This design comes from an exercise in tuning for small area, a short achievable clock period and few clock cycles per item on the open sky130 flow, not from production work.
The RTL was checked by simulation tests, not by an equivalence proof against the original design.
Power and IR drop assume default switching activity.

==> run a: inputs <==
==> flow/design.v <==
package dmem_pkg;
  localparam int DMEM_ADDR_W = 9;
  localparam int DMEM_DATA_W = 32;
  localparam int DMEM_DEPTH  = 128;
endpackage
module dmem_pair #(
  parameter int DATA_W = 32
) (
  input  logic              clk,
  input  logic              we0,
  input  logic              wen0,
  input  logic              we1,
  input  logic              wen1,
  input  logic [DATA_W-1:0] x,
  input  logic              rl0,
  input  logic              rl1,
  output logic [DATA_W-1:0] r
);
  logic [DATA_W-1:0] s0_q, s1_q;
  always_ff @(posedge clk) begin
    s0_q <= ~(({DATA_W{we0}} & x) | ({DATA_W{wen0}} & s0_q));
    s1_q <= ~(({DATA_W{we1}} & x) | ({DATA_W{wen1}} & s1_q));
  end
  assign r = ~(({DATA_W{rl0}} | s0_q) & ({DATA_W{rl1}} | s1_q));
endmodule
module dmem_bank #(
  parameter int DATA_W = 32,
  parameter int BWORDS = 16,
  parameter int BIDX_W = 4
) (
  input  logic              clk,
  input  logic              we,
  input  logic [BIDX_W-1:0] waddr,
  input  logic              re,
  input  logic [BIDX_W-1:0] raddr,
  input  logic [DATA_W-1:0] x,
  output logic [DATA_W-1:0] r
);
  localparam int NPAIR = BWORDS / 2;
  logic [BWORDS-1:0] wsel;
  logic [BWORDS-1:0] rsel_n;
  logic [DATA_W-1:0] pr [NPAIR];
  genvar gi;
  for (gi = 0; gi < BWORDS; gi++) begin : g_dec
    assign wsel[gi]   = we && (waddr == BIDX_W'(gi));
    assign rsel_n[gi] = !(re && (raddr == BIDX_W'(gi)));
  end
  for (gi = 0; gi < NPAIR; gi++) begin : g_pair
    dmem_pair #(
      .DATA_W (DATA_W)
    ) u_pair (
      .clk  (clk),
      .we0  (wsel[2*gi]),
      .wen0 (!wsel[2*gi]),
      .we1  (wsel[2*gi+1]),
      .wen1 (!wsel[2*gi+1]),
      .x    (x),
      .rl0  (rsel_n[2*gi]),
      .rl1  (rsel_n[2*gi+1]),
      .r    (pr[gi])
    );
  end
  always_comb begin
    r = '0;
    for (int i = 0; i < NPAIR; i++) begin
      r = r | pr[i];
    end
  end
endmodule
module dmem_array #(
  parameter int DATA_W = 32,
  parameter int DEPTH  = 128,
  parameter int IDX_W  = 7
) (
  input  logic              clk,
  input  logic              wgo,
  input  logic [IDX_W-1:0]  waddr,
  input  logic [DATA_W-1:0] wdata,
  input  logic              re,
  input  logic [IDX_W-1:0]  raddr,
  output logic [DATA_W-1:0] rdata
);
  localparam int BWORDS = 16;
  localparam int BIDX_W = 4;
  localparam int NBANK  = DEPTH / BWORDS;
  localparam int BSEL_W = IDX_W - BIDX_W;
  logic              phase_q;
  logic [DATA_W-1:0] x_q;
  logic [IDX_W-1:0]  waddr_q;
  logic [DATA_W-1:0] rsel;
  logic [DATA_W-1:0] rdata_q;
  logic [DATA_W-1:0] br [NBANK];
  always_ff @(posedge clk) begin
    phase_q <= ~phase_q;
  end
  always_ff @(posedge clk) begin
    waddr_q <= waddr;
    x_q     <= ~(wdata ^ {DATA_W{phase_q}});
  end
  genvar gi;
  for (gi = 0; gi < NBANK; gi++) begin : g_bank
    dmem_bank #(
      .DATA_W (DATA_W),
      .BWORDS (BWORDS),
      .BIDX_W (BIDX_W)
    ) u_bank (
      .clk   (clk),
      .we    (wgo && (waddr_q[IDX_W-1:BIDX_W] == BSEL_W'(gi))),
      .waddr (waddr_q[BIDX_W-1:0]),
      .re    (re && (raddr[IDX_W-1:BIDX_W] == BSEL_W'(gi))),
      .raddr (raddr[BIDX_W-1:0]),
      .x     (x_q),
      .r     (br[gi])
    );
  end
  always_comb begin
    rsel = '0;
    for (int i = 0; i < NBANK; i++) begin
      rsel = rsel | br[i];
    end
  end
  always_ff @(posedge clk) begin
    rdata_q <= rsel ^ {DATA_W{re && !phase_q}};
  end
  assign rdata = rdata_q;
endmodule
module dmem_responder #(
  parameter int ADDR_W = dmem_pkg::DMEM_ADDR_W,
  parameter int DATA_W = dmem_pkg::DMEM_DATA_W,
  parameter int DEPTH  = dmem_pkg::DMEM_DEPTH
) (
  input  logic              clk,
  input  logic              reset,
  input  logic              req_valid,
  input  logic              req_write,
  input  logic [ADDR_W-1:0] req_addr,
  input  logic [DATA_W-1:0] req_wdata,
  output logic              req_ready,
  output logic              stall_o,
  output logic              rsp_valid,
  output logic              rsp_err,
  output logic [DATA_W-1:0] rsp_rdata
);
  localparam int IDX_W = ADDR_W - 2;
  logic busy_q;    
  logic rsp_q;     
  logic rdy_q;     
  logic err_q;     
  logic wgo_q;     
  logic accept;
  logic aligned;
  assign accept  = req_valid && !busy_q;
  assign aligned = (req_addr[1:0] == 2'b00);
  always_ff @(posedge clk or negedge reset) begin
    if (!reset) begin
      busy_q <= 1'b0;
      rsp_q  <= 1'b0;
      rdy_q  <= 1'b1;
      err_q  <= 1'b0;
      wgo_q  <= 1'b0;
    end else begin
      busy_q <= accept;
      rsp_q  <= accept;
      rdy_q  <= !accept;
      err_q  <= accept && !aligned;
      wgo_q  <= accept && req_write && aligned;
    end
  end
  dmem_array #(
    .DATA_W (DATA_W),
    .DEPTH  (DEPTH),
    .IDX_W  (IDX_W)
  ) u_array (
    .clk   (clk),
    .wgo   (wgo_q),
    .waddr (req_addr[ADDR_W-1:2]),
    .wdata (req_wdata),
    .re    (aligned),
    .raddr (req_addr[ADDR_W-1:2]),
    .rdata (rsp_rdata)
  );
  assign req_ready = rdy_q;
  assign stall_o   = req_valid && rdy_q;
  assign rsp_valid = rsp_q;
  assign rsp_err   = err_q;
endmodule
==> flow/run.sh <==
#!/bin/bash
# synth_recipe.tcl (not shown) runs the flow's synth.tcl, then flattens the netlist and writes it again
# the make line also repeats each setting of config.mk as NAME=value (left out here)
make -C /OpenROAD-flow-scripts/flow DESIGN_CONFIG=/design/flow/config.mk WORK_HOME=/design/flow/orfs CLKGATE_MAP_FILE= SYNTH_SCRIPT=/design/flow/synth_recipe.tcl finish
==> flow/config.mk <==
export PLATFORM = sky130hd
export DESIGN_NAME = dmem_responder
export DESIGN_NICKNAME = dmem_responder
export VERILOG_FILES = /design/flow/design.v
export SDC_FILE = /design/flow/constraint.sdc
export NUM_CORES = 4
export LEC_CHECK = 0
export CAP_MARGIN = 30
export CORE_MARGIN = 2
export CORE_UTILIZATION = 45
export CTS_CLUSTER_DIAMETER = 80
export CTS_CLUSTER_SIZE = 30
export SETUP_SLACK_MARGIN = 2.9
export SLEW_MARGIN = 40
export SYNTH_HIERARCHICAL = 1
export SYNTH_MEMORY_MAX_BITS = 8192
export TNS_END_PERCENT = 100
==> flow/constraint.sdc <==
create_clock -name core_clock -period 5.5 [get_ports {clk}]
set_input_delay 1.1000 -clock core_clock [delete_from_list [all_inputs] [get_ports {clk}]]
set_output_delay 1.1000 -clock core_clock [all_outputs]
set_load 0.01 [all_outputs]
==> run b (differences from run a) <==
--- a/flow/design.v
+++ b/flow/design.v
@@ -25,2 +25,20 @@
 endmodule
+module dmem_nor2 #(
+  parameter int DATA_W = 32
+) (
+  input  logic [DATA_W-1:0] a,
+  input  logic [DATA_W-1:0] b,
+  output logic [DATA_W-1:0] y
+);
+  assign y = ~(a | b);
+endmodule
+module dmem_nand2 #(
+  parameter int DATA_W = 32
+) (
+  input  logic [DATA_W-1:0] a,
+  input  logic [DATA_W-1:0] b,
+  output logic [DATA_W-1:0] y
+);
+  assign y = ~(a & b);
+endmodule
 module dmem_bank #(
@@ -36,3 +54,3 @@
   input  logic [DATA_W-1:0] x,
-  output logic [DATA_W-1:0] r
+  output logic [DATA_W-1:0] r_n
 );
@@ -62,8 +80,11 @@
   end
-  always_comb begin
-    r = '0;
-    for (int i = 0; i < NPAIR; i++) begin
-      r = r | pr[i];
-    end
-  end
+  logic [DATA_W-1:0] t1 [4];
+  logic [DATA_W-1:0] t2 [2];
+  for (gi = 0; gi < 4; gi++) begin : g_t1
+    dmem_nor2 #(.DATA_W(DATA_W)) u_g (.a(pr[2*gi]), .b(pr[2*gi+1]), .y(t1[gi]));
+  end
+  for (gi = 0; gi < 2; gi++) begin : g_t2
+    dmem_nand2 #(.DATA_W(DATA_W)) u_g (.a(t1[2*gi]), .b(t1[2*gi+1]), .y(t2[gi]));
+  end
+  dmem_nor2 #(.DATA_W(DATA_W)) u_t3 (.a(t2[0]), .b(t2[1]), .y(r_n));
 endmodule
@@ -91,3 +112,5 @@
   logic [DATA_W-1:0] rdata_q;
-  logic [DATA_W-1:0] br [NBANK];
+  logic [DATA_W-1:0] br_n [NBANK];
+  logic [DATA_W-1:0] u1 [4];
+  logic [DATA_W-1:0] u2 [2];
   always_ff @(posedge clk) begin
@@ -109,16 +132,17 @@
       .waddr (waddr_q[BIDX_W-1:0]),
-      .re    (re && (raddr[IDX_W-1:BIDX_W] == BSEL_W'(gi))),
+      .re    (raddr[IDX_W-1:BIDX_W] == BSEL_W'(gi)),
       .raddr (raddr[BIDX_W-1:0]),
       .x     (x_q),
-      .r     (br[gi])
+      .r_n   (br_n[gi])
     );
   end
-  always_comb begin
-    rsel = '0;
-    for (int i = 0; i < NBANK; i++) begin
-      rsel = rsel | br[i];
-    end
-  end
-  always_ff @(posedge clk) begin
-    rdata_q <= rsel ^ {DATA_W{re && !phase_q}};
+  for (gi = 0; gi < 4; gi++) begin : g_u1
+    dmem_nand2 #(.DATA_W(DATA_W)) u_g (.a(br_n[2*gi]), .b(br_n[2*gi+1]), .y(u1[gi]));
+  end
+  for (gi = 0; gi < 2; gi++) begin : g_u2
+    dmem_nor2 #(.DATA_W(DATA_W)) u_g (.a(u1[2*gi]), .b(u1[2*gi+1]), .y(u2[gi]));
+  end
+  dmem_nand2 #(.DATA_W(DATA_W)) u_u3 (.a(u2[0]), .b(u2[1]), .y(rsel));
+  always_ff @(posedge clk) begin
+    rdata_q <= {DATA_W{re}} & (rsel ^ {DATA_W{!phase_q}});
   end
--- a/flow/config.mk
+++ b/flow/config.mk
@@ -9,5 +9,5 @@
 export CORE_MARGIN = 2
-export CORE_UTILIZATION = 45
+export CORE_UTILIZATION = 42
 export CTS_CLUSTER_DIAMETER = 80
-export CTS_CLUSTER_SIZE = 30
+export CTS_CLUSTER_SIZE = 28
 export SETUP_SLACK_MARGIN = 2.9
@@ -16,2 +16,2 @@
 export SYNTH_MEMORY_MAX_BITS = 8192
-export TNS_END_PERCENT = 100
+export TNS_END_PERCENT = 5
==> run c (differences from run a) <==
==> flow/design.v (replaced) <==
package dmem_pkg;
  localparam int DMEM_ADDR_W = 9;
  localparam int DMEM_DATA_W = 32;
  localparam int DMEM_DEPTH  = 128;
endpackage
module dmem_pair #(
  parameter int DATA_W = 32
) (
  input  logic              clk,
  input  logic              we0,
  input  logic              wen0,
  input  logic              we1,
  input  logic              wen1,
  input  logic [DATA_W-1:0] x,
  input  logic              rl0,
  input  logic              rl1,
  output logic [DATA_W-1:0] r
);
  logic [DATA_W-1:0] s0_q, s1_q;
  always_ff @(posedge clk) begin
    s0_q <= ~(({DATA_W{we0}} & x) | ({DATA_W{wen0}} & s0_q));
    s1_q <= ~(({DATA_W{we1}} & x) | ({DATA_W{wen1}} & s1_q));
  end
  assign r = ~(({DATA_W{rl0}} | s0_q) & ({DATA_W{rl1}} | s1_q));
endmodule
module dmem_array #(
  parameter int DATA_W = 32,
  parameter int DEPTH  = 128,
  parameter int IDX_W  = 7
) (
  input  logic              clk,
  input  logic              we,
  input  logic              re,
  input  logic [IDX_W-1:0]  addr,
  input  logic [DATA_W-1:0] wdata,
  output logic [DATA_W-1:0] rdata
);
  localparam int NPAIR = DEPTH / 2;
  logic              phase_q;
  logic [DATA_W-1:0] x;
  logic [DATA_W-1:0] rsel;
  logic [DATA_W-1:0] rdata_q;
  logic [DEPTH-1:0]  wsel;
  logic [DEPTH-1:0]  rsel_n;
  logic [DATA_W-1:0] pr [NPAIR];
  always_ff @(posedge clk) begin
    phase_q <= ~phase_q;
  end
  assign x = wdata ^ {DATA_W{~phase_q}} ^ {DATA_W{1'b1}};
  genvar gi;
  for (gi = 0; gi < DEPTH; gi++) begin : g_dec
    assign wsel[gi]   = we && (addr == IDX_W'(gi));
    assign rsel_n[gi] = !(re && (addr == IDX_W'(gi)));
  end
  for (gi = 0; gi < NPAIR; gi++) begin : g_pair
    dmem_pair #(
      .DATA_W (DATA_W)
    ) u_pair (
      .clk  (clk),
      .we0  (wsel[2*gi]),
      .wen0 (!wsel[2*gi]),
      .we1  (wsel[2*gi+1]),
      .wen1 (!wsel[2*gi+1]),
      .x    (x),
      .rl0  (rsel_n[2*gi]),
      .rl1  (rsel_n[2*gi+1]),
      .r    (pr[gi])
    );
  end
  always_comb begin
    rsel = '0;
    for (int i = 0; i < NPAIR; i++) begin
      rsel = rsel | pr[i];
    end
  end
  always_ff @(posedge clk) begin
    rdata_q <= rsel ^ {DATA_W{re && !phase_q}};
  end
  assign rdata = rdata_q;
endmodule
module dmem_responder #(
  parameter int ADDR_W = dmem_pkg::DMEM_ADDR_W,
  parameter int DATA_W = dmem_pkg::DMEM_DATA_W,
  parameter int DEPTH  = dmem_pkg::DMEM_DEPTH
) (
  input  logic              clk,
  input  logic              reset,
  input  logic              req_valid,
  input  logic              req_write,
  input  logic [ADDR_W-1:0] req_addr,
  input  logic [DATA_W-1:0] req_wdata,
  output logic              req_ready,
  output logic              stall_o,
  output logic              rsp_valid,
  output logic              rsp_err,
  output logic [DATA_W-1:0] rsp_rdata
);
  localparam int IDX_W = ADDR_W - 2;
  logic busy_q;    
  logic err_q;     
  logic accept;
  logic aligned;
  assign accept  = req_valid && !busy_q;
  assign aligned = (req_addr[1:0] == 2'b00);
  always_ff @(posedge clk or negedge reset) begin
    if (!reset) begin
      busy_q <= 1'b0;
      err_q  <= 1'b0;
    end else begin
      busy_q <= accept;
      err_q  <= accept && !aligned;
    end
  end
  dmem_array #(
    .DATA_W (DATA_W),
    .DEPTH  (DEPTH),
    .IDX_W  (IDX_W)
  ) u_array (
    .clk   (clk),
    .we    (accept && req_write && aligned),
    .re    (aligned),
    .addr  (req_addr[ADDR_W-1:2]),
    .wdata (req_wdata),
    .rdata (rsp_rdata)
  );
  assign req_ready = !busy_q;
  assign stall_o   = accept;
  assign rsp_valid = busy_q;
  assign rsp_err   = err_q;
endmodule
--- a/flow/config.mk
+++ b/flow/config.mk
@@ -7,9 +7,7 @@
 export LEC_CHECK = 0
-export CAP_MARGIN = 30
+export CAP_MARGIN = 20
 export CORE_MARGIN = 2
-export CORE_UTILIZATION = 45
-export CTS_CLUSTER_DIAMETER = 80
-export CTS_CLUSTER_SIZE = 30
+export CORE_UTILIZATION = 50
 export SETUP_SLACK_MARGIN = 2.9
-export SLEW_MARGIN = 40
+export SLEW_MARGIN = 20
 export SYNTH_HIERARCHICAL = 1
==> comparison table <==
                                                                                   run c                    run a                    run b
Sinks on Clock Net                                                                 4,131                    4,172                    4,172
Sequential share of cell area                                                     0.4457                   0.4943                   0.5102
Final Hold Slack                                                                276.7 ps                 282.8 ps                 113.3 ps
Non-clock buffers, area share                                                     0.1338                  0.08294                  0.05758
Number of non-clock inverters in the layout                                          139                       10                       10
Worst setup path endpoint                                            u_array.rdata_q[10]       u_array.rdata_q[5]       u_array.rdata_q[8]
Final layout net count                                                            13,830                   13,290                   14,110
CP peak stage delay                                                               940 ps                   650 ps                   550 ps
Run status                                                    complete, but fails checks  complete, no violations  complete, no violations
Reasons for failing layout checks                                    max-slew violations                        -                        -
Initial antenna violation count                                                       26                       13                       14
Multi-input logic area                                                      0.05833 mm^2             0.06062 mm^2             0.05937 mm^2
Met3 demand-to-capacity share in global routing                                   0.1369                  0.08557                  0.05529
Number of global-route vias before repair                                        121,100                  120,400                  113,900
Transition at the pin with the smallest max-transition slack                     1884 ps                  1344 ps                  1392 ps
FF+latch area                                                               0.08283 mm^2             0.08379 mm^2             0.08380 mm^2
Detailed-routed wire length on met3                                             99.25 mm                 73.45 mm                 56.64 mm
Inserted Diodes                                                                       13                        6                       33
Util after Layout                                                                 0.6572                   0.5283                   0.4669
Sequential Power Share                                                             0.491                    0.628                    0.622
Testbench counts of run a, summed over its fixed seeds: cycles 9,600, items 4,800.
Testbench counts of run b, summed over its fixed seeds: cycles 9,600, items 4,800.
Testbench counts of run c, summed over its fixed seeds: cycles 9,600, items 4,800.

## port drivers added, routing unchanged
The flow's constraints put no driver on any port. The routed layouts listed below were extracted and timed again, unchanged, in two steps.
Step 1 assumes that a clkbuf_16 drives the clock port and a buf_2 every other input.
Step 2 also shifts input and output timing later by t, the mid clock arrival at the registers, as if the neighbouring blocks saw the same clock.
Three values: ideal, step 1, step 2; two values: the first two.
run	t (ns)	setup WS [ns]	cell pins on the clock port's net
run a	1.044	2.165 / 1.980 / 0.936	1
run b	1.050	2.383 / 2.282 / 1.233	1
run c	1.101	1.907 / 1.984 / 0.882	1
The setup slack of run a, which loses most, moves by -0.185 ns with the drivers and by -1.229 ns with both steps.
